This is an optimization exercise on Yosys and OpenROAD, whose aim is a short achievable clock period and few clock cycles per item, not a production implementation. RTL that was checked went through simulation tests only; none was proved equivalent to the original. The RTL of runs 1 and 3 was laid out without a check of its function. Power figures rest on the tool's default switching activity, not on a simulated workload.

--- design/flow/design.v ---
package vtrs_pkg;
  localparam logic [7:0] CH_SLASH = 8'h2F;
  localparam logic [7:0] CH_COLON = 8'h3A;
  localparam logic [7:0] CH_QUOTE = 8'h27;
  localparam logic [7:0] CH_SPACE = 8'h20;
  localparam logic [7:0] CH_TAB   = 8'h09;
  localparam logic [7:0] CH_LF    = 8'h0A;
  localparam logic [7:0] CH_CR    = 8'h0D;
  localparam logic [7:0] CH_ZERO  = 8'h30;
  localparam logic [7:0] CH_NINE  = 8'h39;
  localparam logic [1:0] KIND_NAME  = 2'd0;
  localparam logic [1:0] KIND_PARAM = 2'd1;
  localparam logic [1:0] KIND_END   = 2'd2;
  function automatic logic is_letter(input logic [7:0] b, input logic [7:0] lower);
    is_letter = (b == lower) || (b == (lower - 8'd32));
  endfunction
  function automatic logic [12:0] add12(input logic [11:0] a, input logic [11:0] b,
                                        input logic cin);
    logic [11:0] g, p, gn, pn;
    logic [12:0] c;
    g = a & b;
    p = a ^ b;
    g[0] = g[0] | (p[0] & cin);
    for (int d = 1; d < 12; d = d * 2) begin
      gn = g;
      pn = p;
      for (int i = d; i < 12; i++) begin
        gn[i] = g[i] | (p[i] & g[i-d]);
        pn[i] = p[i] & p[i-d];
      end
      g = gn;
      p = pn;
    end
    c = {g, cin};
    add12 = {c[12], (a ^ b) ^ c[11:0]};
  endfunction
endpackage
module vtrs_ctrl #(
  parameter int TEXT_MAX = 31,
  parameter int NSLOT    = 2,
  localparam int CntW    = $clog2(TEXT_MAX + 1)
) (
  input  logic            clk_i,
  input  logic            rst_ni,
  input  logic            in_valid_i,
  output logic            in_ready_o,
  input  logic [7:0]      text_byte_i,
  input  logic            end_of_data_i,
  input  logic [NSLOT-1:0] full_i,
  input  logic            space_i,
  output logic            wr_o,
  output logic [7:0]      wchar_o,
  output logic            discard_o,
  output logic            commit_o,
  output logic [CntW-1:0] commit_nc_o,
  output logic [CntW-1:0] commit_pc_o,
  output logic [31:0]     commit_chan_o,
  output logic            commit_sgn_o,
  output logic            commit_intg_o
);
  localparam logic [CntW-1:0] LenLast = CntW'(TEXT_MAX - 1);
  localparam int S_BEGIN  = 0;
  localparam int S_SVC    = 1;
  localparam int S_VI     = 2;
  localparam int S_VE     = 3;
  localparam int S_VW     = 4;
  localparam int S_SI     = 5;
  localparam int S_SG     = 6;
  localparam int S_SN     = 7;
  localparam int S_CO     = 8;
  localparam int S_CN     = 9;
  localparam int S_CT     = 10;
  localparam int S_CR     = 11;
  localparam int S_CO2    = 12;
  localparam int S_CL     = 13;
  localparam int S_COLON  = 14;
  localparam int S_NAME   = 15;
  localparam int S_SKIPP  = 16;   
  localparam int S_SKIPQ  = 17;   
  localparam int S_SKIPN  = 18;   
  localparam int S_PARAM  = 19;
  localparam int S_NUMBER = 20;
  localparam int NST      = 21;
  logic       ready_q;
  logic       v_q, eod_q;
  logic [7:0] b_q;
  logic       slash_q, colon_q, quote_q, sep_q, digit_q, zero_q;
  logic       lv_q, ls_q, lc_q, li_q, le_q, lw_q, lg_q, ln_q, lo_q, lt_q, lr_q, ll_q;
  assign in_ready_o = ready_q;
  always_ff @(posedge clk_i or negedge rst_ni) begin
    if (!rst_ni) begin
      v_q <= 1'b0;
    end else begin
      v_q <= in_valid_i && ready_q;
    end
  end
  always_ff @(posedge clk_i) begin
    b_q     <= text_byte_i;
    eod_q   <= end_of_data_i;
    slash_q <= text_byte_i == vtrs_pkg::CH_SLASH;
    colon_q <= text_byte_i == vtrs_pkg::CH_COLON;
    quote_q <= text_byte_i == vtrs_pkg::CH_QUOTE;
    sep_q   <= (text_byte_i == vtrs_pkg::CH_SPACE) || (text_byte_i == vtrs_pkg::CH_TAB) ||
               (text_byte_i == vtrs_pkg::CH_LF) || (text_byte_i == vtrs_pkg::CH_CR) ||
               (text_byte_i == vtrs_pkg::CH_QUOTE);
    digit_q <= (text_byte_i >= vtrs_pkg::CH_ZERO) && (text_byte_i <= vtrs_pkg::CH_NINE);
    zero_q  <= text_byte_i == 8'h00;
    lv_q    <= vtrs_pkg::is_letter(text_byte_i, 8'h76);
    ls_q    <= vtrs_pkg::is_letter(text_byte_i, 8'h73);
    lc_q    <= vtrs_pkg::is_letter(text_byte_i, 8'h63);
    li_q    <= vtrs_pkg::is_letter(text_byte_i, 8'h69);
    le_q    <= vtrs_pkg::is_letter(text_byte_i, 8'h65);
    lw_q    <= vtrs_pkg::is_letter(text_byte_i, 8'h77);
    lg_q    <= vtrs_pkg::is_letter(text_byte_i, 8'h67);
    ln_q    <= vtrs_pkg::is_letter(text_byte_i, 8'h6E);
    lo_q    <= vtrs_pkg::is_letter(text_byte_i, 8'h6F);
    lt_q    <= vtrs_pkg::is_letter(text_byte_i, 8'h74);
    lr_q    <= vtrs_pkg::is_letter(text_byte_i, 8'h72);
    ll_q    <= vtrs_pkg::is_letter(text_byte_i, 8'h6C);
  end
  logic [NST-1:0]  st_q, st_d;
  logic            sgn_q, intg_q;
  logic [CntW-1:0] nc_q, pc_q;
  logic            nstop_q, pstop_q;
  logic            bad_q;
  logic [3:0]      sig_q;
  logic [33:0]     acc_s_q, acc_c_q;
  logic            start, name_ch, param_ch, name_wr, param_wr, digit, close;
  always_comb begin
    st_d = '0;
    if (!v_q) begin
      st_d = st_q;
    end else if (eod_q) begin
      st_d[S_BEGIN] = 1'b1;
    end else begin
      st_d[S_BEGIN] = (st_q[S_BEGIN] && !slash_q) ||
                      (st_q[S_SVC] && !(lv_q || ls_q || lc_q)) ||
                      (st_q[S_VI] && !li_q) || (st_q[S_VE] && !le_q) ||
                      (st_q[S_VW] && !lw_q) || (st_q[S_SI] && !li_q) ||
                      (st_q[S_SG] && !lg_q) || (st_q[S_SN] && !ln_q) ||
                      (st_q[S_CO] && !lo_q) || (st_q[S_CN] && !ln_q) ||
                      (st_q[S_CT] && !lt_q) || (st_q[S_CR] && !lr_q) ||
                      (st_q[S_CO2] && !lo_q) || (st_q[S_CL] && !ll_q) ||
                      (st_q[S_COLON] && !colon_q) || (st_q[S_NUMBER] && quote_q);
      st_d[S_SVC]    = st_q[S_BEGIN] && slash_q;
      st_d[S_VI]     = st_q[S_SVC] && lv_q;
      st_d[S_VE]     = st_q[S_VI] && li_q;
      st_d[S_VW]     = st_q[S_VE] && le_q;
      st_d[S_SI]     = st_q[S_SVC] && ls_q;
      st_d[S_SG]     = st_q[S_SI] && li_q;
      st_d[S_SN]     = st_q[S_SG] && lg_q;
      st_d[S_CO]     = st_q[S_SVC] && lc_q;
      st_d[S_CN]     = st_q[S_CO] && lo_q;
      st_d[S_CT]     = st_q[S_CN] && ln_q;
      st_d[S_CR]     = st_q[S_CT] && lt_q;
      st_d[S_CO2]    = st_q[S_CR] && lr_q;
      st_d[S_CL]     = st_q[S_CO2] && lo_q;
      st_d[S_COLON]  = (st_q[S_VW] && lw_q) || (st_q[S_SN] && ln_q) || (st_q[S_CL] && ll_q);
      st_d[S_NAME]   = (st_q[S_COLON] && colon_q) || (st_q[S_NAME] && !sep_q);
      st_d[S_SKIPP]  = (st_q[S_NAME] && sep_q && !intg_q) || (st_q[S_SKIPP] && !quote_q);
      st_d[S_SKIPQ]  = (st_q[S_PARAM] && sep_q && !quote_q) || (st_q[S_SKIPQ] && !quote_q);
      st_d[S_SKIPN]  = (st_q[S_NAME] && sep_q && intg_q) || (st_q[S_PARAM] && quote_q) ||
                       (st_q[S_SKIPQ] && quote_q) || (st_q[S_SKIPN] && !quote_q);
      st_d[S_PARAM]  = (st_q[S_SKIPP] && quote_q) || (st_q[S_PARAM] && !sep_q);
      st_d[S_NUMBER] = (st_q[S_SKIPN] && quote_q) || (st_q[S_NUMBER] && !quote_q);
    end
  end
  assign start    = v_q && st_q[S_COLON] && colon_q;
  assign name_ch  = v_q && st_q[S_NAME] && !sep_q && !nstop_q;
  assign param_ch = v_q && st_q[S_PARAM] && !sep_q && !pstop_q;
  assign name_wr  = name_ch && !zero_q;
  assign param_wr = param_ch && !zero_q;
  assign digit    = v_q && st_q[S_NUMBER] && digit_q;
  assign close    = v_q && st_q[S_NUMBER] && quote_q;
  always_ff @(posedge clk_i or negedge rst_ni) begin
    if (!rst_ni) begin
      st_q <= NST'(1) << S_BEGIN;
    end else begin
      st_q <= st_d;
    end
  end
  always_ff @(posedge clk_i) begin
    if (v_q && st_q[S_SVC]) begin
      sgn_q  <= ls_q;
      intg_q <= lc_q;
    end
  end
  always_ff @(posedge clk_i) begin
    if (start) begin
      nc_q    <= '0;
      pc_q    <= '0;
      nstop_q <= 1'b0;
      pstop_q <= 1'b0;
    end else begin
      if (name_ch) begin
        if (zero_q || nc_q == LenLast) nstop_q <= 1'b1;
        if (!zero_q) nc_q <= nc_q + CntW'(1);
      end
      if (param_ch) begin
        if (zero_q || pc_q == LenLast) pstop_q <= 1'b1;
        if (!zero_q) pc_q <= pc_q + CntW'(1);
      end
    end
  end
  always_ff @(posedge clk_i or negedge rst_ni) begin
    if (!rst_ni) begin
      wr_o <= 1'b0;
    end else begin
      wr_o <= name_wr || param_wr;
    end
  end
  always_ff @(posedge clk_i) begin
    wchar_o <= b_q;
  end
  logic [33:0] op_a, op_b, op_c, op_e, s1, c1, s2, c2;
  assign op_a = {acc_s_q[30:0], 3'b000};
  assign op_b = {acc_s_q[32:0], 1'b0};
  assign op_c = {acc_c_q[30:1], b_q[3:0]};
  assign op_e = {acc_c_q[32:0], 1'b0};
  assign s1   = op_a ^ op_b ^ op_c;
  assign c1   = {((op_a & op_b) | (op_a & op_c) | (op_b & op_c)), 1'b0};
  assign s2   = s1 ^ c1 ^ op_e;
  assign c2   = {((s1 & c1) | (s1 & op_e) | (c1 & op_e)), 1'b0};
  always_ff @(posedge clk_i) begin
    if (start) begin
      acc_s_q <= '0;
      acc_c_q <= '0;
      sig_q   <= '0;
      bad_q   <= 1'b0;
    end else begin
      if (digit) begin
        acc_s_q <= s2;
        acc_c_q <= c2;
        if ((sig_q != 4'd0 || b_q[3:0] != 4'd0) && sig_q != 4'd11) sig_q <= sig_q + 4'd1;
      end
      if (v_q && st_q[S_NUMBER] && !digit_q && !quote_q) bad_q <= 1'b1;
    end
  end
  logic        p1_q, p2_q, p3_q;
  logic        p1_sgn_q, p1_intg_q;
  logic [11:0] sum_a_q, sum_b_q;
  logic [9:0]  sum_c_q;
  logic        cy_a_q, cy_b_q;
  logic [12:0] add_a, add_b;
  logic        in_record, drop_now;
  logic [12:0] add_c;
  assign add_a = vtrs_pkg::add12(acc_s_q[11:0], acc_c_q[11:0], 1'b0);
  assign add_b = vtrs_pkg::add12(acc_s_q[23:12], acc_c_q[23:12], cy_a_q);
  assign add_c = vtrs_pkg::add12({2'b00, acc_s_q[33:24]}, {2'b00, acc_c_q[33:24]}, cy_b_q);
  assign in_record = st_q[S_NAME] || st_q[S_SKIPP] || st_q[S_SKIPQ] || st_q[S_SKIPN] ||
                     st_q[S_PARAM] || st_q[S_NUMBER];
  assign drop_now  = start || (v_q && eod_q && in_record && !close) ||
                     (close && !((nc_q != '0) && !bad_q && (sig_q != 4'd0) && (sig_q <= 4'd10)));
  always_ff @(posedge clk_i or negedge rst_ni) begin
    if (!rst_ni) begin
      p1_q      <= 1'b0;
      p2_q      <= 1'b0;
      p3_q      <= 1'b0;
      commit_o  <= 1'b0;
      discard_o <= 1'b0;
    end else begin
      p1_q      <= close && (nc_q != '0) && !bad_q && (sig_q != 4'd0) && (sig_q <= 4'd10);
      p2_q      <= p1_q;
      p3_q      <= p2_q;
      commit_o  <= p3_q && (sum_c_q[9:8] == 2'b00);
      discard_o <= drop_now || (p3_q && (sum_c_q[9:8] != 2'b00));
    end
  end
  always_ff @(posedge clk_i) begin
    if (close) begin
      p1_sgn_q  <= sgn_q;
      p1_intg_q <= intg_q;
    end
    sum_a_q <= add_a[11:0];
    cy_a_q  <= add_a[12];
    sum_b_q <= add_b[11:0];
    cy_b_q  <= add_b[12];
    sum_c_q <= add_c[9:0];
  end
  assign commit_nc_o   = nc_q;
  assign commit_pc_o   = pc_q;
  assign commit_chan_o = {sum_c_q[7:0], sum_b_q, sum_a_q};
  assign commit_sgn_o  = p1_sgn_q;
  assign commit_intg_o = p1_intg_q;
  logic near_colon, pend, room;
  assign near_colon = st_q[S_VE] || st_q[S_VW] || st_q[S_SG] || st_q[S_SN] ||
                      st_q[S_CO2] || st_q[S_CL] || st_q[S_COLON];
  assign pend = p1_q || p2_q || p3_q || commit_o;
  assign room = !full_i[NSLOT-1] && !(full_i[NSLOT-2] && pend);
  always_ff @(posedge clk_i) begin
    ready_q <= space_i && (!near_colon || room);
  end
endmodule
module vtrs_dp #(
  parameter int TEXT_MAX = 31,
  parameter int NSLOT    = 3,
  localparam int CntW    = $clog2(TEXT_MAX + 1)
) (
  input  logic             clk_i,
  input  logic             rst_ni,
  input  logic             wr_i,
  input  logic [7:0]       wchar_i,
  input  logic             discard_i,
  input  logic             commit_i,
  input  logic [CntW-1:0]  commit_nc_i,
  input  logic [CntW-1:0]  commit_pc_i,
  input  logic [31:0]      commit_chan_i,
  input  logic             commit_sgn_i,
  input  logic             commit_intg_i,
  output logic [NSLOT-1:0] full_o,
  output logic             space_o,
  input  logic             out_ready_i,
  output logic             out_valid_o,
  output logic [1:0]       item_kind_o,
  output logic [7:0]       char_code_o,
  output logic [31:0]      channel_o,
  output logic             is_signed_o,
  output logic             is_integer_o,
  output logic             last_o
);
  localparam int QCAP = 2 * TEXT_MAX + 4;
  logic [7:0]       q_q [QCAP];
  logic [QCAP:0]    n_all_q, n_com_q, n_all_d, n_com_d;
  logic [CntW-1:0]  nrem_q [NSLOT];
  logic [CntW-1:0]  prem_q [NSLOT];
  logic [NSLOT-1:0] nz_n, nz_p;          
  logic [31:0]      chan_q [NSLOT];
  logic [NSLOT-1:0] sgn_q, intg_q;
  logic [NSLOT-1:0] full_q;              
  logic [NSLOT-1:0] first_free;          
  logic [NSLOT-1:0] put;                 
  logic             sv_q;
  logic [1:0]       s_kind_q;
  logic [7:0]       s_char_q;
  logic [31:0]      s_chan_q;
  logic             s_sgn_q, s_intg_q, s_last_q;
  logic [1:0]       b_kind;
  logic [7:0]       b_char;
  logic [31:0]      b_chan;
  logic             b_last;
  logic             ov_q;
  logic [1:0]       kind_q;
  logic [7:0]       char_q;
  logic [31:0]      ochan_q;
  logic             osgn_q, ointg_q, last_q;
  logic             adv;
  logic             push, pop, done;         
  logic             sv_d;
  logic [NSLOT-1:0] full_d, nz_n_d, nz_p_d;
  assign adv = !ov_q || out_ready_i;
  always_ff @(posedge clk_i or negedge rst_ni) begin
    if (!rst_ni) begin
      push <= 1'b0;
      pop  <= 1'b0;
      done <= 1'b0;
    end else begin
      push <= !sv_d && full_d[0];
      pop  <= !sv_d && full_d[0] && (nz_n_d[0] || nz_p_d[0]);
      done <= !sv_d && full_d[0] && !nz_n_d[0] && !nz_p_d[0];
    end
  end
  always_ff @(posedge clk_i) begin
    for (int i = 0; i < QCAP; i++) begin
      if (wr_i && (pop ? ((i < QCAP - 1) && n_all_q[i + 1]) : n_all_q[i])) begin
        q_q[i] <= wchar_i;
      end else if (pop && i < QCAP - 1) begin
        q_q[i] <= q_q[(i < QCAP - 1) ? i + 1 : i];
      end
    end
  end
  always_comb begin
    if (discard_i) begin
      n_all_d = pop ? (n_com_q >> 1) : n_com_q;
    end else if (wr_i && !pop) begin
      n_all_d = n_all_q << 1;
    end else if (!wr_i && pop) begin
      n_all_d = n_all_q >> 1;
    end else begin
      n_all_d = n_all_q;
    end
    if (commit_i) begin
      n_com_d = pop ? (n_all_q >> 1) : n_all_q;
    end else begin
      n_com_d = pop ? (n_com_q >> 1) : n_com_q;
    end
  end
  always_ff @(posedge clk_i or negedge rst_ni) begin
    if (!rst_ni) begin
      n_all_q <= (QCAP + 1)'(1);
      n_com_q <= (QCAP + 1)'(1);
    end else begin
      n_all_q <= n_all_d;
      n_com_q <= n_com_d;
    end
  end
  assign space_o = !(|n_all_q[QCAP:QCAP-3]);
  always_comb begin
    for (int r = 0; r < NSLOT; r++) begin
      first_free[r] = !full_q[r] && (r == 0 || full_q[(r > 0) ? r - 1 : 0]);
    end
    for (int r = 0; r < NSLOT; r++) begin
      put[r] = commit_i && (done ? ((r < NSLOT - 1) && first_free[(r < NSLOT - 1) ? r + 1 : r])
                                 : first_free[r]);
    end
  end
  always_ff @(posedge clk_i) begin
    for (int r = 0; r < NSLOT; r++) begin
      if (put[r]) begin
        nrem_q[r] <= commit_nc_i;
        prem_q[r] <= commit_pc_i;
        chan_q[r] <= commit_chan_i;
        sgn_q[r]  <= commit_sgn_i;
        intg_q[r] <= commit_intg_i;
      end else if (done) begin
        if (r < NSLOT - 1) begin
          nrem_q[r] <= nrem_q[(r < NSLOT - 1) ? r + 1 : r];
          prem_q[r] <= prem_q[(r < NSLOT - 1) ? r + 1 : r];
          chan_q[r] <= chan_q[(r < NSLOT - 1) ? r + 1 : r];
          sgn_q[r]  <= sgn_q[(r < NSLOT - 1) ? r + 1 : r];
          intg_q[r] <= intg_q[(r < NSLOT - 1) ? r + 1 : r];
        end
      end else if (pop && r == 0) begin
        if (nz_n[0]) begin
          nrem_q[0] <= nrem_q[0] - CntW'(1);
        end else begin
          prem_q[0] <= prem_q[0] - CntW'(1);
        end
      end
    end
  end
  always_comb begin
    for (int r = 0; r < NSLOT; r++) begin
      if (put[r]) begin
        full_d[r] = 1'b1;
        nz_n_d[r] = commit_nc_i != '0;
        nz_p_d[r] = commit_pc_i != '0;
      end else if (done) begin
        full_d[r] = (r < NSLOT - 1) && full_q[(r < NSLOT - 1) ? r + 1 : r];
        nz_n_d[r] = (r < NSLOT - 1) && nz_n[(r < NSLOT - 1) ? r + 1 : r];
        nz_p_d[r] = (r < NSLOT - 1) && nz_p[(r < NSLOT - 1) ? r + 1 : r];
      end else if (pop && r == 0) begin
        full_d[r] = full_q[r];
        nz_n_d[r] = nz_n[r] && nrem_q[r] != CntW'(1);
        nz_p_d[r] = nz_p[r] && (nz_n[r] || prem_q[r] != CntW'(1));
      end else begin
        full_d[r] = full_q[r];
        nz_n_d[r] = nz_n[r];
        nz_p_d[r] = nz_p[r];
      end
    end
    if (adv) begin
      sv_d = 1'b0;
    end else begin
      sv_d = sv_q || push;
    end
  end
  always_ff @(posedge clk_i or negedge rst_ni) begin
    if (!rst_ni) begin
      full_q <= '0;
      nz_n   <= '0;
      nz_p   <= '0;
    end else begin
      full_q <= full_d;
      nz_n   <= nz_n_d;
      nz_p   <= nz_p_d;
    end
  end
  assign full_o = full_q;
  assign b_kind = nz_n[0] ? vtrs_pkg::KIND_NAME : nz_p[0] ? vtrs_pkg::KIND_PARAM : vtrs_pkg::KIND_END;
  assign b_char = (nz_n[0] || nz_p[0]) ? q_q[0] : 8'd0;
  assign b_chan = (nz_n[0] || nz_p[0]) ? 32'd0 : chan_q[0];
  assign b_last = !(nz_n[0] || nz_p[0]);
  always_ff @(posedge clk_i or negedge rst_ni) begin
    if (!rst_ni) begin
      ov_q <= 1'b0;
      sv_q <= 1'b0;
    end else begin
      if (adv) begin
        ov_q <= sv_q || push;
      end
      sv_q <= sv_d;
    end
  end
  always_ff @(posedge clk_i) begin
    if (!adv && push) begin
      s_kind_q <= b_kind;
      s_char_q <= b_char;
      s_chan_q <= b_chan;
      s_sgn_q  <= sgn_q[0];
      s_intg_q <= intg_q[0];
      s_last_q <= b_last;
    end
  end
  logic [44:0] o_q, o_new, o_d;
  assign o_new = sv_q ? {s_kind_q, s_char_q, s_chan_q, s_sgn_q, s_intg_q, s_last_q}
                      : {b_kind, b_char, b_chan, sgn_q[0], intg_q[0], b_last};
  assign o_d   = ({45{adv}} & o_new) | ({45{!adv}} & o_q);
  always_ff @(posedge clk_i) begin
    o_q <= o_d;
  end
  assign {kind_q, char_q, ochan_q, osgn_q, ointg_q, last_q} = o_q;
  assign out_valid_o  = ov_q;
  assign item_kind_o  = kind_q;
  assign char_code_o  = char_q;
  assign channel_o    = ochan_q;
  assign is_signed_o  = osgn_q;
  assign is_integer_o = ointg_q;
  assign last_o       = last_q;
endmodule
module view_tag_record_scanner #(
  parameter int TEXT_MAX = 31
) (
  input  logic        clk_i,
  input  logic        rst_ni,
  input  logic        in_valid_i,
  output logic        in_ready_o,
  input  logic [7:0]  in_text_byte_i,
  input  logic        in_end_of_data_i,
  output logic        out_valid_o,
  input  logic        out_ready_i,
  output logic [1:0]  out_item_kind_o,
  output logic [7:0]  out_char_code_o,
  output logic [31:0] out_channel_o,
  output logic        out_is_signed_o,
  output logic        out_is_integer_o,
  output logic        out_last_o
);
  localparam int NSLOT = 3;
  localparam int CntW  = $clog2(TEXT_MAX + 1);
  logic            wr;
  logic [7:0]      wchar;
  logic            discard;
  logic            space;
  logic            commit;
  logic [CntW-1:0] commit_nc, commit_pc;
  logic [31:0]     commit_chan;
  logic            commit_sgn, commit_intg;
  logic [NSLOT-1:0] full;
  vtrs_ctrl #(
    .TEXT_MAX (TEXT_MAX),
    .NSLOT    (NSLOT)
  ) u_ctrl (
    .clk_i         (clk_i),
    .rst_ni        (rst_ni),
    .in_valid_i    (in_valid_i),
    .in_ready_o    (in_ready_o),
    .text_byte_i   (in_text_byte_i),
    .end_of_data_i (in_end_of_data_i),
    .full_i        (full),
    .space_i       (space),
    .wr_o          (wr),
    .wchar_o       (wchar),
    .discard_o     (discard),
    .commit_o      (commit),
    .commit_nc_o   (commit_nc),
    .commit_pc_o   (commit_pc),
    .commit_chan_o (commit_chan),
    .commit_sgn_o  (commit_sgn),
    .commit_intg_o (commit_intg)
  );
  vtrs_dp #(
    .TEXT_MAX (TEXT_MAX),
    .NSLOT    (NSLOT)
  ) u_dp (
    .clk_i         (clk_i),
    .rst_ni        (rst_ni),
    .wr_i          (wr),
    .wchar_i       (wchar),
    .discard_i     (discard),
    .commit_i      (commit),
    .commit_nc_i   (commit_nc),
    .commit_pc_i   (commit_pc),
    .commit_chan_i (commit_chan),
    .commit_sgn_i  (commit_sgn),
    .commit_intg_i (commit_intg),
    .full_o        (full),
    .space_o       (space),
    .out_ready_i   (out_ready_i),
    .out_valid_o   (out_valid_o),
    .item_kind_o   (out_item_kind_o),
    .char_code_o   (out_char_code_o),
    .channel_o     (out_channel_o),
    .is_signed_o   (out_is_signed_o),
    .is_integer_o  (out_is_integer_o),
    .last_o        (out_last_o)
  );
endmodule
--- design/flow/run.sh ---
#!/bin/bash
# synth_recipe.tcl (not shown) runs the flow's synth.tcl, then flattens the netlist and writes it again
# the make line also repeats each setting of config.mk as NAME=value (left out here)
make -C /OpenROAD-flow-scripts/flow DESIGN_CONFIG=/design/flow/config.mk WORK_HOME=/design/flow/orfs CLKGATE_MAP_FILE= SYNTH_SCRIPT=/design/flow/synth_recipe.tcl finish
--- design/flow/config.mk ---
export PLATFORM = sky130hd
export DESIGN_NAME = view_tag_record_scanner
export DESIGN_NICKNAME = view_tag_record_scanner
export VERILOG_FILES = /design/flow/design.v
export SDC_FILE = /design/flow/constraint.sdc
export NUM_CORES = 4
export LEC_CHECK = 0
export ABC_CLOCK_PERIOD_IN_PS = 1600
export CAP_MARGIN = 20
export CORE_MARGIN = 2
export CORE_UTILIZATION = 55
export SETUP_SLACK_MARGIN = 2.4
export SLEW_MARGIN = 20
export TNS_END_PERCENT = 100
--- design/flow/constraint.sdc ---
create_clock -name core_clock -period 4.0 [get_ports {clk_i}]
set_input_delay 0.8000 -clock core_clock [delete_from_list [all_inputs] [get_ports {clk_i}]]
set_output_delay 0.8000 -clock core_clock [all_outputs]
set_load 0.01 [all_outputs]
==> results.yml, run 1 <==
die:
  fp.dieW_um: 302
  rows: 109
  dieHeight_um: 302
  die_area_mm2: 0.0915
  io_pins: 60
  start_util_pct: 55.4
  core_mm2: 0.0884
logic_synthesis:
  synthCells: 3584
  avgSynthCellArea_um2: 13.7
  async_flop_share_pct: 16.3
  synth_edf_count: 752
  ys_ff_latch: 1082
  syn_nets: 3706
  yosysWarnings: 6
  ys.flop_type: "edfxtp_1"
  synth_seq_area_share_pct: 61.4
  synth_area_mm2: 0.0490
  synth_cell_types: 72
critical_path:
  cp.required_ns: 4.62
  crit_fanout: 8
  startpoint_type: "flip-flop"
  crit_family: "buffers and inverters"
  arrival_ns: 2.81
  worst-path-buf-inv: 9
  critical_path_class: "reg2reg"
  cpMostUsedCell: "buf_12"
  end_kind: "flip-flop"
  crit_slowest_cell: "dfrtp_4"
  worstPathCellList: "buf_12 > buf_12 > buf_6 > nor2b_4 > buf_6 > nor3_4 > buf_6 > buf_12 > buf_12 > buf_12 > buf_16 > o21ai_2"
  cp_slowest_stage_delay_ns: 0.50
cts:
  insertion_delay_ns: 0.71
  cts_hold_buf: 0
  cts.sinks: 1082
  cts_root_buf: "clkbuf_16"
  htree_levels: 3
  clockBufferDepth: 3
  clk_pin_slew_worst_paths_ns: 0.06
  cts_buffers: 114
  cts_tree: "done"
power_and_ir_drop:
  netSwitchingFraction_pct: 20.8
  pwr-share-clk_pct: 46.5
  seqPwrFrac_pct: 52.7
  comb_power_share_pct: 0.9
  power_mw: 22.6
  p_sw_mw: 4.71
  leakagePower_nw: 27.3
  intPower_mw: 17.9
  pwr_density_cell_mw_per_mm2: 340
  ir_drop_uv: 405
layout:
  final_cell_area_mm2: 0.0664
  utilization_pct: 75.1
  diodes: 0
  area_growth_pct: 35.5
  drive_above_1_share_pct: 48.8
  fin_cells: 5320
  finalNetCount: 4176
  num-fill-cells: 5218
routing:
  drtAntennaViolNets: 0
  via_count: 31800
  first_pass_iters: 6
  drc: 0
  routedWlPerCell_um: 25.4
  drt_iter0_drc: 2748
  via_per_inst: 5.98
  routed_wl_um: 135000
sta:
  worst_slew_pin_slew_ns: 0.959
  max_freq_ghz: 0.455
  worst_slack_ns: 1.80
  post-route-period-util_pct: 55.0
  report.final.setup_viol: 0
  post-route-min-period_ns: 2.20
  slew_viol_final: 0
  max_slew_margin_pct: 36.1
  finClkSkew_ns: 0.0212
  totalNegativeSetupSlack_ns: 0
  hold_viol: 0
  rsz0062_at_grt: "true"
  hold_ws_ns: 0.0989
place:
  gp_congestion: 0.818
  post-place-ws_ns: 1.22
  dp_hpwl_um: 62100
  io_buffers: 59
  placed_cells: 4639
  placedInstanceArea_mm2: 0.0520
global_route:
  antenna_found_initial: 2
  grt_pass1_wl_um: 201000
  grt_usage_pct: 28.7
  grt_max_degree: 74
  grt_overflow: 0
  grt_pass1_vias: 32100
flow_run:
  cap_viol_max_count: 0
outcome:
  status: "complete, no violations"
worst_hold_path:
  hold_path.class: "in2async"
-- final cells by class --
cell class | count | area, um^2 | share of cell area (%)
sequential | 1082 | 30300 | 45.7
multi-input combinational | 2305 | 24100 | 36.2
timing repair buffer | 487 | 6610 | 9.96
clock buffer | 151 | 3120 | 4.71
tap | 1165 | 1460 | 2.20
clock inverter | 66 | 554 | 0.835
inverter | 63 | 258 | 0.388
timing repair inverter | 1 | 7.51 | 0.0113
-- power groups by stage --
| stage | Clock [mW] | Combinational [mW] | Sequential, mW |
|---|---|---|---|
| final | 10.5 | 0.197 | 11.9 |
| after global routing | 11.1 | 0.212 | 11.9 |
| after CTS | 10.6 | 0.192 | 11.9 |
| after detailed placement | 0 | 0.172 | 12.2 |
| after global placement | 0 | 0.167 | 12.2 |
| after floorplan | 0 | 0.0941 | 12.1 |
-- what timing repair did --
action | CTS | global route
gates cloned | 136 | 14
setup buffers | 233 | 81
gates resized for setup | 1270 | 444
setup endpoints to repair | 1719 | 1550
pin swaps | 225 | 231
-- cell usage after synthesis, types with 19 or more instances --
cell type    n  area, um^2
xnor2_1     26         228
nand2_2     49         307
buf_4       24         180
nand2b_1   116         726
mux2_2     733        8250
o22ai_1     43         269
xor2_1      19         166
edfxtp_1   752       22600
clkbuf_1   111         417
dfxtp_1    154        3080
o21ai_0    122         611
o21ai_1     20         100
and2_1      43         269
nand2_1    377        1420
dfrtp_1    173        4330
inv_1       63         236
nor2_1     152         571
ha_1        47         588
fa_1        62        1240
buf_2       46         230
a21oi_1    190         951
mux2i_1     74         741
-- state kept, by name, summed over array words and instances (netlist names), 21 cells and up, named ones only --
register        count
u_dp.q_q          528
u_dp.chan_q        96
u_dp.n_all_q       67
u_dp.n_com_q       67
u_ctrl.acc_s_q     34
u_dp.s_chan_q      32
u_ctrl.acc_c_q     31
u_ctrl.st_q        21
-- worst register-to-register path, cell delays in order, from the launching register on --
cell and delay [ns]:
dfrtp_4 0.50, buf_12 0.16, buf_12 0.13, buf_6 0.12, nor2b_4 0.14, buf_6 0.14
nor3_4 0.05, buf_6 0.15, buf_12 0.13, buf_12 0.14, buf_12 0.14, buf_16 0.16
o21ai_2 0.17
-- routing by layer --
layer,global-route usage (%),routed length (um),vias to the layer above
met5,0,0,-
met4,8.28,3800,0
met3,4.40,7830,263
met2,45.4,64500,1126
met1,41.5,59100,16400
li1,-,-,14100
-- final timing paths --
kind	startpoint	endpoint	slack, ns	cells after the start
setup / recovery	u_dp.pop$_DFF_PN0_	u_dp.n_all_q[41]$_DFFE_PN0P_	1.80	12
hold / removal	rst_ni	u_dp.n_com_q[51]$_DFF_PN0_	0.1	1
setup reg to reg	u_dp.pop$_DFF_PN0_	u_dp.n_all_q[41]$_DFFE_PN0P_	1.80	12
hold reg to reg	u_ctrl.b_q[6]$_DFF_P_	u_ctrl.wchar_o[6]$_DFF_P_	0.33	0
max in group asynchronous	rst_ni	u_ctrl.wr_o$_DFF_PN0_	2.82	2
min in group core_clock	u_ctrl.b_q[6]$_DFF_P_	u_ctrl.wchar_o[6]$_DFF_P_	0.33	0
-- logic make-up after synthesis --
| group | after synthesis | synth area share (%) |
|---|---|---|
| simple gates | 836 | 8.24 |
| flops | 1082 | 61.4 |
| mux | 809 | 18.4 |
| fa+ha+maj | 109 | 3.73 |
| compound gates | 431 | 4.89 |
| buf+inv | 272 | 2.50 |
| xor+xnor | 45 | 0.805 |
-- placed cells by master (no fill, tap or decap), types with 72 or more instances in the layout --
cell,n
nand2_4,75
nand2_8,89
dfxtp_1,83
nand2_1,260
nand2_2,86
edfxtp_1,752
buf_6,133
dfrtp_1,165
clkbuf_16,122
buf_4,135
nor2_1,139
mux2_4,642
a21oi_1,131
mux2_2,92
nand2b_4,72
==> inputs of run 2 (changes only) <==
--- a/design/flow/design.v
+++ b/design/flow/design.v
@@ -14,17 +14,17 @@
   function automatic logic is_letter(input logic [7:0] b, input logic [7:0] lower);
     is_letter = (b == lower) || (b == (lower - 8'd32));
   endfunction
-  function automatic logic [12:0] add12(input logic [11:0] a, input logic [11:0] b,
-                                        input logic cin);
-    logic [11:0] g, p, gn, pn;
-    logic [12:0] c;
+  function automatic logic [6:0] add6(input logic [5:0] a, input logic [5:0] b,
+                                      input logic cin);
+    logic [5:0] g, p, gn, pn;
+    logic [6:0] c;
     g = a & b;
     p = a ^ b;
     g[0] = g[0] | (p[0] & cin);
-    for (int d = 1; d < 12; d = d * 2) begin
+    for (int d = 1; d < 6; d = d * 2) begin
       gn = g;
       pn = p;
-      for (int i = d; i < 12; i++) begin
+      for (int i = d; i < 6; i++) begin
         gn[i] = g[i] | (p[i] & g[i-d]);
         pn[i] = p[i] & p[i-d];
       end
@@ -32,7 +32,7 @@
       p = pn;
     end
     c = {g, cin};
-    add12 = {c[12], (a ^ b) ^ c[11:0]};
+    add6 = {c[6], (a ^ b) ^ c[5:0]};
   endfunction
 endpackage
 module vtrs_ctrl #(
@@ -124,6 +124,8 @@
   logic            nstop_q, pstop_q;
   logic            bad_q;
   logic [3:0]      sig_q;
+  logic [3:0]      bcd_q [10];        
+  logic            big_q;             
   logic [33:0]     acc_s_q, acc_c_q;
   logic            start, name_ch, param_ch, name_wr, param_wr, digit, close;
   always_comb begin
@@ -236,56 +238,78 @@
       if (v_q && st_q[S_NUMBER] && !digit_q && !quote_q) bad_q <= 1'b1;
     end
   end
-  logic        p1_q, p2_q, p3_q;
-  logic        p1_sgn_q, p1_intg_q;
-  logic [11:0] sum_a_q, sum_b_q;
-  logic [9:0]  sum_c_q;
-  logic        cy_a_q, cy_b_q;
-  logic [12:0] add_a, add_b;
-  logic        in_record, drop_now;
-  logic [12:0] add_c;
-  assign add_a = vtrs_pkg::add12(acc_s_q[11:0], acc_c_q[11:0], 1'b0);
-  assign add_b = vtrs_pkg::add12(acc_s_q[23:12], acc_c_q[23:12], cy_a_q);
-  assign add_c = vtrs_pkg::add12({2'b00, acc_s_q[33:24]}, {2'b00, acc_c_q[33:24]}, cy_b_q);
+  localparam logic [39:0] MaxDig = {4'd4, 4'd2, 4'd9, 4'd4, 4'd9, 4'd6, 4'd7, 4'd2, 4'd9, 4'd5};
+  logic big_gt, big_eq;
+  always_ff @(posedge clk_i) begin
+    if (digit && (sig_q != 4'd0 || b_q[3:0] != 4'd0) && sig_q < 4'd10) begin
+      bcd_q[0] <= b_q[3:0];
+      for (int j = 1; j < 10; j++) bcd_q[j] <= bcd_q[j-1];
+    end
+  end
+  always_comb begin
+    big_gt = 1'b0;
+    big_eq = 1'b1;
+    for (int j = 9; j >= 0; j--) begin
+      big_gt = big_gt || (big_eq && bcd_q[j] > MaxDig[4*j +: 4]);
+      big_eq = big_eq && bcd_q[j] == MaxDig[4*j +: 4];
+    end
+  end
+  always_ff @(posedge clk_i) begin
+    big_q <= big_gt;
+  end
+  localparam int NP = 6;
+  logic [NP:1]     p_q;
+  logic            p_sgn_q, p_intg_q;
+  logic [CntW-1:0] p_nc_q, p_pc_q;
+  logic [5:0]      sum_q [NP];
+  logic [NP-1:0]   cy_q;
+  logic            in_record, fast_ok;
   assign in_record = st_q[S_NAME] || st_q[S_SKIPP] || st_q[S_SKIPQ] || st_q[S_SKIPN] ||
                      st_q[S_PARAM] || st_q[S_NUMBER];
-  assign drop_now  = start || (v_q && eod_q && in_record && !close) ||
-                     (close && !((nc_q != '0) && !bad_q && (sig_q != 4'd0) && (sig_q <= 4'd10)));
+  assign fast_ok   = (nc_q != '0) && !bad_q && (sig_q != 4'd0) && (sig_q <= 4'd10);
   always_ff @(posedge clk_i or negedge rst_ni) begin
     if (!rst_ni) begin
-      p1_q      <= 1'b0;
-      p2_q      <= 1'b0;
-      p3_q      <= 1'b0;
+      p_q       <= '0;
       commit_o  <= 1'b0;
       discard_o <= 1'b0;
     end else begin
-      p1_q      <= close && (nc_q != '0) && !bad_q && (sig_q != 4'd0) && (sig_q <= 4'd10);
-      p2_q      <= p1_q;
-      p3_q      <= p2_q;
-      commit_o  <= p3_q && (sum_c_q[9:8] == 2'b00);
-      discard_o <= drop_now || (p3_q && (sum_c_q[9:8] != 2'b00));
+      p_q[1]    <= close && fast_ok;
+      p_q[2]    <= p_q[1] && !(sig_q == 4'd10 && big_q);
+      for (int k = 3; k <= NP; k++) p_q[k] <= p_q[k-1];
+      commit_o  <= p_q[NP];
+      discard_o <= (v_q && eod_q && in_record && !close) || (close && !fast_ok) ||
+                   (p_q[1] && sig_q == 4'd10 && big_q);
+    end
+  end
+  logic [6:0] sum [NP];
+  always_comb begin
+    for (int k = 0; k < NP; k++) begin
+      sum[k] = vtrs_pkg::add6((k == NP - 1) ? {2'b00, acc_s_q[33:30]} : acc_s_q[6*k +: 6],
+                              (k == NP - 1) ? {2'b00, acc_c_q[33:30]} : acc_c_q[6*k +: 6],
+                              (k == 0) ? 1'b0 : cy_q[(k == 0) ? 0 : k - 1]);
     end
   end
   always_ff @(posedge clk_i) begin
     if (close) begin
-      p1_sgn_q  <= sgn_q;
-      p1_intg_q <= intg_q;
+      p_sgn_q  <= sgn_q;
+      p_intg_q <= intg_q;
+      p_nc_q   <= nc_q;
+      p_pc_q   <= pc_q;
+    end
+    for (int k = 0; k < NP; k++) begin
+      sum_q[k] <= sum[k][5:0];
+      cy_q[k]  <= sum[k][6];
     end
-    sum_a_q <= add_a[11:0];
-    cy_a_q  <= add_a[12];
-    sum_b_q <= add_b[11:0];
-    cy_b_q  <= add_b[12];
-    sum_c_q <= add_c[9:0];
-  end
-  assign commit_nc_o   = nc_q;
-  assign commit_pc_o   = pc_q;
-  assign commit_chan_o = {sum_c_q[7:0], sum_b_q, sum_a_q};
-  assign commit_sgn_o  = p1_sgn_q;
-  assign commit_intg_o = p1_intg_q;
+  end
+  assign commit_nc_o   = p_nc_q;
+  assign commit_pc_o   = p_pc_q;
+  assign commit_chan_o = {sum_q[5][1:0], sum_q[4], sum_q[3], sum_q[2], sum_q[1], sum_q[0]};
+  assign commit_sgn_o  = p_sgn_q;
+  assign commit_intg_o = p_intg_q;
   logic near_colon, pend, room;
   assign near_colon = st_q[S_VE] || st_q[S_VW] || st_q[S_SG] || st_q[S_SN] ||
                       st_q[S_CO2] || st_q[S_CL] || st_q[S_COLON];
-  assign pend = p1_q || p2_q || p3_q || commit_o;
+  assign pend = (|p_q) || commit_o;
   assign room = !full_i[NSLOT-1] && !(full_i[NSLOT-2] && pend);
   always_ff @(posedge clk_i) begin
     ready_q <= space_i && (!near_colon || room);
==> run 2 against run 1 <==
Compared with the run above:
- core utilization decreased by 1.4 points
- flip-flop and latch count increased by 51
- cell area increased by 1.8%
- sequential power increased by 5%
- critical endpoint is now u_dp.n_all_q[27]$_DFFE_PN0P_
- sequential share of layout area increased by 1.5 points
- worst setup slack improved by 0.020 ns
- count of clock-buffer cells in the layout increased by 3
- first-iteration DRC count decreased by 13%
- clock skew increased by 0.00076 ns
- highest routed layer unchanged
- clock power increased by 5%
- global-route usage decreased by 3.3 points
==> results.yml, run 2 <==
outcome:
  status: "complete, no violations"
global_route:
  antenna_found_initial: 1
  grt_overflow: 0
  grt_pass1_vias: 31700
  grt_usage_pct: 25.5
  grt_max_degree: 77
  grt_pass1_wl_um: 188000
sta:
  totalNegativeSetupSlack_ns: 0
  max_freq_ghz: 0.459
  report.final.setup_viol: 0
  worst_slew_pin_slew_ns: 1.07
  rsz0062_at_grt: "true"
  post-route-period-util_pct: 54.4
  hold_viol: 0
  max_slew_margin_pct: 28.9
  post-route-min-period_ns: 2.18
  finClkSkew_ns: 0.0220
  hold_ws_ns: 0.0546
  slew_viol_final: 0
die:
  die_area_mm2: 0.0948
  rows: 111
  start_util_pct: 55.4
  io_pins: 60
  fp.dieW_um: 308
  dieHeight_um: 308
  core_mm2: 0.0917
power_and_ir_drop:
  power_mw: 23.7
  pwr_density_cell_mw_per_mm2: 351
  ir_drop_uv: 375
  leakagePower_nw: 27.6
cts:
  cts.sinks: 1133
  clockBufferDepth: 3
  cts_tree: "done"
  cts_root_buf: "clkbuf_16"
  insertion_delay_ns: 0.70
  cts_buffers: 116
  clk_pin_slew_worst_paths_ns: 0.07
  htree_levels: 3
layout:
  area_growth_pct: 32.9
  largest_reg_flops: 528
  finalNetCount: 4114
  diodes: 0
  final_cell_mix: "edfxtp_1, mux2_4, nand2_1, dfrtp_1, a21oi_1"
  num-fill-cells: 5680
  top_regs: "u_dp.q_q x528, u_dp.chan_q x96"
  drive_above_1_share_pct: 48.9
  largest_register: "u_dp.q_q"
  final_common_cell: "edfxtp_1"
critical_path:
  cp.required_ns: 4.60
  cp_slowest_stage_delay_ns: 0.55
  worstPathCellList: "buf_12 > buf_16 > buf_12 > nor2b_4 > nor3_4 > buf_6 > buf_8 > buf_12 > buf_16 > nand2_1 > o21ai_1"
  end_kind: "flip-flop"
  cpMostUsedCell: "buf_12"
  startpoint_type: "flip-flop"
  crit_fanout: 6
  critical_path_class: "reg2reg"
  arrival_ns: 2.78
  crit_slowest_cell: "dfrtp_4"
  r2r_cells: 11
place:
  dp_hpwl_um: 61700
  gp_congestion: 0.772
  io_buffers: 59
logic_synthesis:
  yosysMostFrequentCell: "edfxtp_1"
  synthCells: 3560
  synth_area_leaders: "edfxtp_1, mux2_2, dfrtp_1"
  syn_nets: 3677
  async_flop_share_pct: 15.8
  synth_common_cells: "edfxtp_1, mux2_2, nand2_1"
  ys_ff_latch: 1133
  synth_cell_types: 74
  synth_edf_count: 802
  ys.flop_type: "edfxtp_1"
  yosysWarnings: 9
  avgSynthCellArea_um2: 14.3
  synth_top_area_cell: "edfxtp_1"
  synth_area_mm2: 0.0508
  synth_seq_area_share_pct: 62.2
  yosysTopAreaCellShare_pct: 47.4
routing:
  routed_wl_um: 125000
  routedWlPerCell_um: 23.7
  drt_iter0_drc: 2386
  met2_length_um: 59900
  top_layer_used: "met4"
  first_pass_iters: 5
  wl_met3_um: 6230
  drc: 0
  m1WireLength_um: 56300
  via_count: 31200
  drtAntennaViolNets: 0
  via_per_inst: 5.90
worst_hold_path:
  hold_path.class: "in2async"
flow_run:
  cap_viol_max_count: 0
## run 2: changes by cell type after synthesis, sizes merged, moves of 10 or more
cell | before | now
nand2 | 444 | 410
nor2 | 152 | 116
mux2i | 74 | 43
inv | 63 | 88
mux2 | 734 | 714
o21ai | 143 | 115
clkbuf | 115 | 105
edfxtp | 752 | 802
mux4 | 1 | 54
a21oi | 192 | 169
## run 2: worst paths after layout
kind | startpoint | end | slack (ns)
max | u_dp.pop$_DFF_PN0_ | u_dp.n_all_q[27]$_DFFE_PN0P_ | 1.82
min | rst_ni | u_ctrl.st_q[9]$_DFFE_PN0P_ | 0.05
max reg2reg | u_dp.pop$_DFF_PN0_ | u_dp.n_all_q[27]$_DFFE_PN0P_ | 1.82
min reg2reg | u_ctrl.b_q[6]$_DFF_P_ | u_ctrl.wchar_o[6]$_DFF_P_ | 0.32
max in group asynchronous | rst_ni | u_dp.pop$_DFF_PN0_ | 3.01
min in group core_clock | u_ctrl.b_q[6]$_DFF_P_ | u_ctrl.wchar_o[6]$_DFF_P_ | 0.32
## run 2: power by group
| group | switching, mW | internal, mW |
|---|---|---|
| Combinational | 0.130 | 0.0535 |
| Clock | 4.57 | 6.45 |
| Sequential | 0.0780 | 12.4 |
| Total | 4.77 | 18.9 |
## run 2: timing repair
action	CTS	global route
gates resized for setup	1157	589
setup buffers	190	90
hold buffers	0	0
pin swaps	169	163
setup endpoints to repair	1719	1595
gates cloned	119	23
## run 2: cells by family after synthesis
logic type,share of synthesized area (%)
flip-flops,62.2
buffers and inverters,2.69
adder cells (fa/ha/maj),3.49
AND/OR/NAND/NOR,7.46
multiplexers,19.1
XOR/XNOR,0.603
AO/OA/AOI/OAI,4.47
## run 2: layout make-up
| class | instances | area, um^2 | share of cell area [%] |
|---|---|---|---|
| timing repair buffer | 449 | 6180 | 9.16 |
| clock inverter | 68 | 684 | 1.01 |
| sequential | 1133 | 31900 | 47.2 |
| tap | 1186 | 1480 | 2.20 |
| inverter | 88 | 342 | 0.506 |
| multi-input combinational | 2209 | 23800 | 35.2 |
| clock buffer | 154 | 3200 | 4.73 |
## run 2: per-layer routing
| metal | vias up | GRT usage [%] |
|---|---|---|
| li1 | 14100 | - |
| met1 | 16000 | 36.6 |
| met2 | 865 | 39.8 |
| met3 | 196 | 4.65 |
| met4 | 0 | 7.62 |
| met5 | - | 0 |
## run 2: through the flow
step | cells | utilization, % | instance area, um^2 | worst slack [ns]
floorplan | 3560 | - | 52000 | 1.65
global placement | 4643 | 58.2 | 53400 | 1.25
detailed placement | 4643 | 58.2 | 53400 | 1.21
CTS | 5174 | 70.1 | 64300 | 1.91
global route | 5287 | 73.7 | 67500 | 1.76
finish | 5287 | 73.7 | 67500 | 1.82
## run 2: worst max-delay path, delay by kind of cell, from the launching register on
family	cells	cell delay, ns
AO/OA/AOI/OAI	1	0.12
buffers and inverters	7	0.97
flip-flops	1	0.55
AND/OR/NAND/NOR	3	0.45
Testbench counts of run 2, summed over its fixed seeds: cycles 41,030, bytes 40,918.
==> inputs of run 3 (changes only) <==
--- a/design/flow/design.v
+++ b/design/flow/design.v
@@ -342,9 +342,9 @@
   output logic             is_integer_o,
   output logic             last_o
 );
-  localparam int QCAP = 2 * TEXT_MAX + 4;
+  localparam int QCAP = 2 * TEXT_MAX + 6;
   logic [7:0]       q_q [QCAP];
-  logic [QCAP:0]    n_all_q, n_com_q, n_all_d, n_com_d;
+  logic [QCAP-1:0]  wp_q, cp_q, rp_q;    
   logic [CntW-1:0]  nrem_q [NSLOT];
   logic [CntW-1:0]  prem_q [NSLOT];
   logic [NSLOT-1:0] nz_n, nz_p;          
@@ -367,6 +367,7 @@
   logic [7:0]       char_q;
   logic [31:0]      ochan_q;
   logic             osgn_q, ointg_q, last_q;
+  logic [7:0]       q_head;
   logic             adv;
   logic             push, pop, done;         
   logic             sv_d;
@@ -385,39 +386,32 @@
   end
   always_ff @(posedge clk_i) begin
     for (int i = 0; i < QCAP; i++) begin
-      if (wr_i && (pop ? ((i < QCAP - 1) && n_all_q[i + 1]) : n_all_q[i])) begin
-        q_q[i] <= wchar_i;
-      end else if (pop && i < QCAP - 1) begin
-        q_q[i] <= q_q[(i < QCAP - 1) ? i + 1 : i];
-      end
-    end
-  end
-  always_comb begin
-    if (discard_i) begin
-      n_all_d = pop ? (n_com_q >> 1) : n_com_q;
-    end else if (wr_i && !pop) begin
-      n_all_d = n_all_q << 1;
-    end else if (!wr_i && pop) begin
-      n_all_d = n_all_q >> 1;
-    end else begin
-      n_all_d = n_all_q;
-    end
-    if (commit_i) begin
-      n_com_d = pop ? (n_all_q >> 1) : n_all_q;
-    end else begin
-      n_com_d = pop ? (n_com_q >> 1) : n_com_q;
+      if (wr_i && wp_q[i]) q_q[i] <= wchar_i;
     end
   end
   always_ff @(posedge clk_i or negedge rst_ni) begin
     if (!rst_ni) begin
-      n_all_q <= (QCAP + 1)'(1);
-      n_com_q <= (QCAP + 1)'(1);
-    end else begin
-      n_all_q <= n_all_d;
-      n_com_q <= n_com_d;
+      wp_q <= QCAP'(1);
+      cp_q <= QCAP'(1);
+      rp_q <= QCAP'(1);
+    end else begin
+      if (discard_i) begin
+        wp_q <= cp_q;
+      end else if (wr_i) begin
+        wp_q <= {wp_q[QCAP-2:0], wp_q[QCAP-1]};
+      end
+      if (commit_i) cp_q <= wp_q;
+      if (pop) rp_q <= {rp_q[QCAP-2:0], rp_q[QCAP-1]};
     end
   end
-  assign space_o = !(|n_all_q[QCAP:QCAP-3]);
+  assign space_o = !(|(rp_q & {wp_q[QCAP-2:0], wp_q[QCAP-1]})) &&
+                   !(|(rp_q & {wp_q[QCAP-3:0], wp_q[QCAP-1:QCAP-2]})) &&
+                   !(|(rp_q & {wp_q[QCAP-4:0], wp_q[QCAP-1:QCAP-3]})) &&
+                   !(|(rp_q & {wp_q[QCAP-5:0], wp_q[QCAP-1:QCAP-4]}));
+  always_comb begin
+    q_head = '0;
+    for (int i = 0; i < QCAP; i++) q_head = q_head | ({8{rp_q[i]}} & q_q[i]);
+  end
   always_comb begin
     for (int r = 0; r < NSLOT; r++) begin
       first_free[r] = !full_q[r] && (r == 0 || full_q[(r > 0) ? r - 1 : 0]);
@@ -491,7 +485,7 @@
   end
   assign full_o = full_q;
   assign b_kind = nz_n[0] ? vtrs_pkg::KIND_NAME : nz_p[0] ? vtrs_pkg::KIND_PARAM : vtrs_pkg::KIND_END;
-  assign b_char = (nz_n[0] || nz_p[0]) ? q_q[0] : 8'd0;
+  assign b_char = (nz_n[0] || nz_p[0]) ? q_head : 8'd0;
   assign b_chan = (nz_n[0] || nz_p[0]) ? 32'd0 : chan_q[0];
   assign b_last = !(nz_n[0] || nz_p[0]);
   always_ff @(posedge clk_i or negedge rst_ni) begin
==> run 3 against run 2 <==
Compared with the run above:
- core utilization fell by 3.4 points
- sequential power grew 8%
- sequential share of layout area is 9.1 points higher
- maximum frequency decreased by 15%
- clock power is 15% higher
- highest routed layer is now met5
- via count rose by 10%
- non-clock buffer count decreased by 8
==> results.yml, run 3 <==
outcome:
  status: "complete, no violations"
die:
  die_area_mm2: 0.0898
  start_util_pct: 55.4
  rows: 108
  dieHeight_um: 300
  fp.dieW_um: 300
  core_mm2: 0.0868
  io_pins: 60
logic_synthesis:
  synth_edf_count: 818
  synth_area_leaders: "edfxtp_1, dfrtp_1, dfxtp_1"
  avgSynthCellArea_um2: 14.5
  ys.flop_type: "edfxtp_1"
  synth_area_mm2: 0.0481
  async_flop_share_pct: 20.4
  synth_common_cells: "edfxtp_1, nand2_1, dfrtp_1"
  synthCells: 3311
  yosysTopAreaCellShare_pct: 51.1
  yosysWarnings: 9
  ys_ff_latch: 1219
  yosysMostFrequentCell: "edfxtp_1"
  synth_cell_types: 65
  synth_seq_area_share_pct: 70.4
  syn_nets: 3428
  synth_top_area_cell: "edfxtp_1"
power_and_ir_drop:
  leakagePower_nw: 23.7
  ir_drop_uv: 448
  pwr_density_cell_mw_per_mm2: 431
sta:
  totalNegativeSetupSlack_ns: 0
  post-route-min-period_ns: 2.55
  finClkSkew_ns: 0.0253
  max_freq_ghz: 0.392
  report.final.setup_viol: 0
  worst_slew_pin_slew_ns: 1.06
  hold_viol: 0
  slew_viol_final: 0
  rsz0062_at_grt: "true"
  hold_ws_ns: 0.113
  max_slew_margin_pct: 29.6
  post-route-period-util_pct: 63.7
layout:
  top_regs: "u_dp.q_q x544, u_dp.chan_q x96"
  largest_reg_flops: 544
  finalNetCount: 3844
  final_common_cell: "edfxtp_1"
  num-fill-cells: 5502
  largest_register: "u_dp.q_q"
  drive_above_1_share_pct: 37.3
  final_cell_mix: "edfxtp_1, nand2_1, buf_4, dfrtp_1, mux2_2"
  area_growth_pct: 26.8
global_route:
  grt_usage_pct: 41.9
  grt_max_degree: 98
  antenna_found_initial: 13
  grt_overflow: 0
  grt_pass1_vias: 33100
  grt_pass1_wl_um: 257000
critical_path:
  arrival_ns: 3.05
  end_kind: "flip-flop"
  critical_path_class: "reg2reg"
  cp.required_ns: 4.50
  crit_fanout: 13
  startpoint_type: "flip-flop"
routing:
  first_pass_iters: 6
  drc: 0
  routed_wl_um: 194000
  routedWlPerCell_um: 38.9
  drt_iter0_drc: 5555
  drtAntennaViolNets: 0
  via_count: 34400
  via_per_inst: 6.90
place:
  dp_hpwl_um: 115000
  gp_congestion: 1.06
  io_buffers: 59
cts:
  clk_pin_slew_worst_paths_ns: 0.06
  clockBufferDepth: 3
  cts_hold_buf: 0
  htree_levels: 4
  cts.sinks: 1219
  insertion_delay_ns: 0.75
  cts_tree: "done"
  cts_buffers: 130
  cts_root_buf: "clkbuf_16"
worst_hold_path:
  hold_path.class: "in2async"
flow_run:
  cap_viol_max_count: 0
[run 3: changes by cell type in the layout (fill, tap and decap cells not counted), sizes merged, moves of 35 or more]
cell    before  now
mux2       714  215
nand2      474  348
a221oi       2  116
a22o         4  116
a22oi        0  111
nand2b     120   20
dfrtp      176  245
and2        43  102
mux4        54    0
o21ai      115  168
nand4        9   57
nand3       10   50
o22ai       52   13
mux2i       43    8
[run 3: final cells by class]
type	count	area (um^2)	share of cell area (%)
clock buffers	175	3660	6.01
flip-flops and latches	1219	34300	56.2
clock inverters	65	774	1.27
well taps	1155	1450	2.37
multi-input cells	1858	15700	25.8
diodes	2	5.00	0.00821
inverters	77	312	0.511
repair buffers	441	4760	7.81
[run 3: kinds of logic after synthesis]
kind of cell,after synthesis,synth area share [%]
AOI/OAI and AO/OA,731,10.6
xor gates and xnor gates,40,0.729
adders and majority gates,104,3.69
buffers and inverters,251,2.09
DFF,1219,70.4
muxes,223,5.20
and+or+nand+nor,743,7.33
[run 3: power breakdown]
part           switching, mW  internal (mW)  leakage [nW]
logic                  0.140         0.0357          9.38
registers             0.0838           13.4          12.2
clock network           5.16           7.44          2.16
total                   5.38           20.9          23.7
[run 3: stage by stage]
step | worst slack (ns) | utilization [%] | area, um^2 | total power [mW] | instances
2_1_floorplan | 1.65 | - | 48700 | 13.8 | 3311
3_5_place_dp | 0.781 | 58.0 | 50400 | 13.9 | 4411
3_3_place_gp | 0.819 | 58.0 | 50400 | 13.9 | 4411
6_report | 1.45 | 70.3 | 61000 | 26.2 | 4992
5_1_grt | 1.48 | 70.3 | 61000 | 26.7 | 4991
4_1_cts | 1.58 | 67.9 | 58900 | 26.2 | 4903
[run 3: worst paths after layout]
check                      cells after the start                 startpoint  slack, ns                         end
min reg2reg                                    0      u_ctrl.b_q[7]$_DFF_P_       0.33   u_ctrl.wchar_o[7]$_DFF_P_
max                                            5  u_dp.rp_q[27]$_DFFE_PN0P_       1.45                   flip-flop
max reg2reg                                    5  u_dp.rp_q[27]$_DFFE_PN0P_       1.45                   flip-flop
min                                            1                     rst_ni       0.11  u_ctrl.st_q[7]$_DFFE_PN0P_
min in group core_clock                        0      u_ctrl.b_q[7]$_DFF_P_       0.33   u_ctrl.wchar_o[7]$_DFF_P_
max in group asynchronous                      2                     rst_ni       2.84   u_dp.rp_q[55]$_DFFE_PN0P_
[run 3: metal layers]
layer  up-vias  GRT usage (%)  share of wire [%]
li1      13400              -                  -
met1     17400           55.9                 35
met2      2922           61.2                 43
met3       696           13.2                 14
met4         4           23.6                7.0
met5         -              0              0.014
[run 3: worst max-delay path, cell delays in order, from the launching register on]
cell,delay (ns)
dfrtp_1,0.67
a22o_1,0.39
a221oi_1,0.57
nand4_1,0.27
nor3_4,0.29
o21ai_1,0.09
[run 3: repair_timing]
item | 4_1_cts | 5_1_grt
buffers inserted | 220 | 73
gates resized for setup | 818 | 272
gates cloned | 32 | 14
pin swaps | 174 | 139
endpoints found under the setup margin | 1493 | 662

[what the ideal ports hide]
Ports are ideal in the flow. The routed layouts listed here were re-timed in OpenROAD. Step 1 (the two cells are an assumption about what drives the block):
set clk [get_ports {clk_i}]
set_driving_cell -lib_cell sky130_fd_sc_hd__clkbuf_16 $clk
set_driving_cell -lib_cell sky130_fd_sc_hd__buf_2 [delete_from_list [all_inputs] $clk]
Step 2, shift: input delay + t, output delay - t, t = (earliest + latest rising clock arrival at the registers) / 2. This alone moves slack from input paths to output paths. Three values: no drivers, after step 1, after step 2; two values: the first two.
run	t, ns	slack for setup (ns)	worst setup path after step 2	slew at the worst register clock pin (ns)
run 1	0.776	1.802 / 1.774 / 1.681	input to register	0.07 / 0.07
run 2	0.754	1.822 / 1.822 / 1.771	input to register	0.07 / 0.07
run 3	0.814	1.452 / 1.452 / 1.452	register to register	0.07 / 0.07
After both steps setup and hold are still met in every run listed. The setup slack of run 1, which loses most, moves by -0.028 ns with the drivers and by -0.121 ns with both steps.
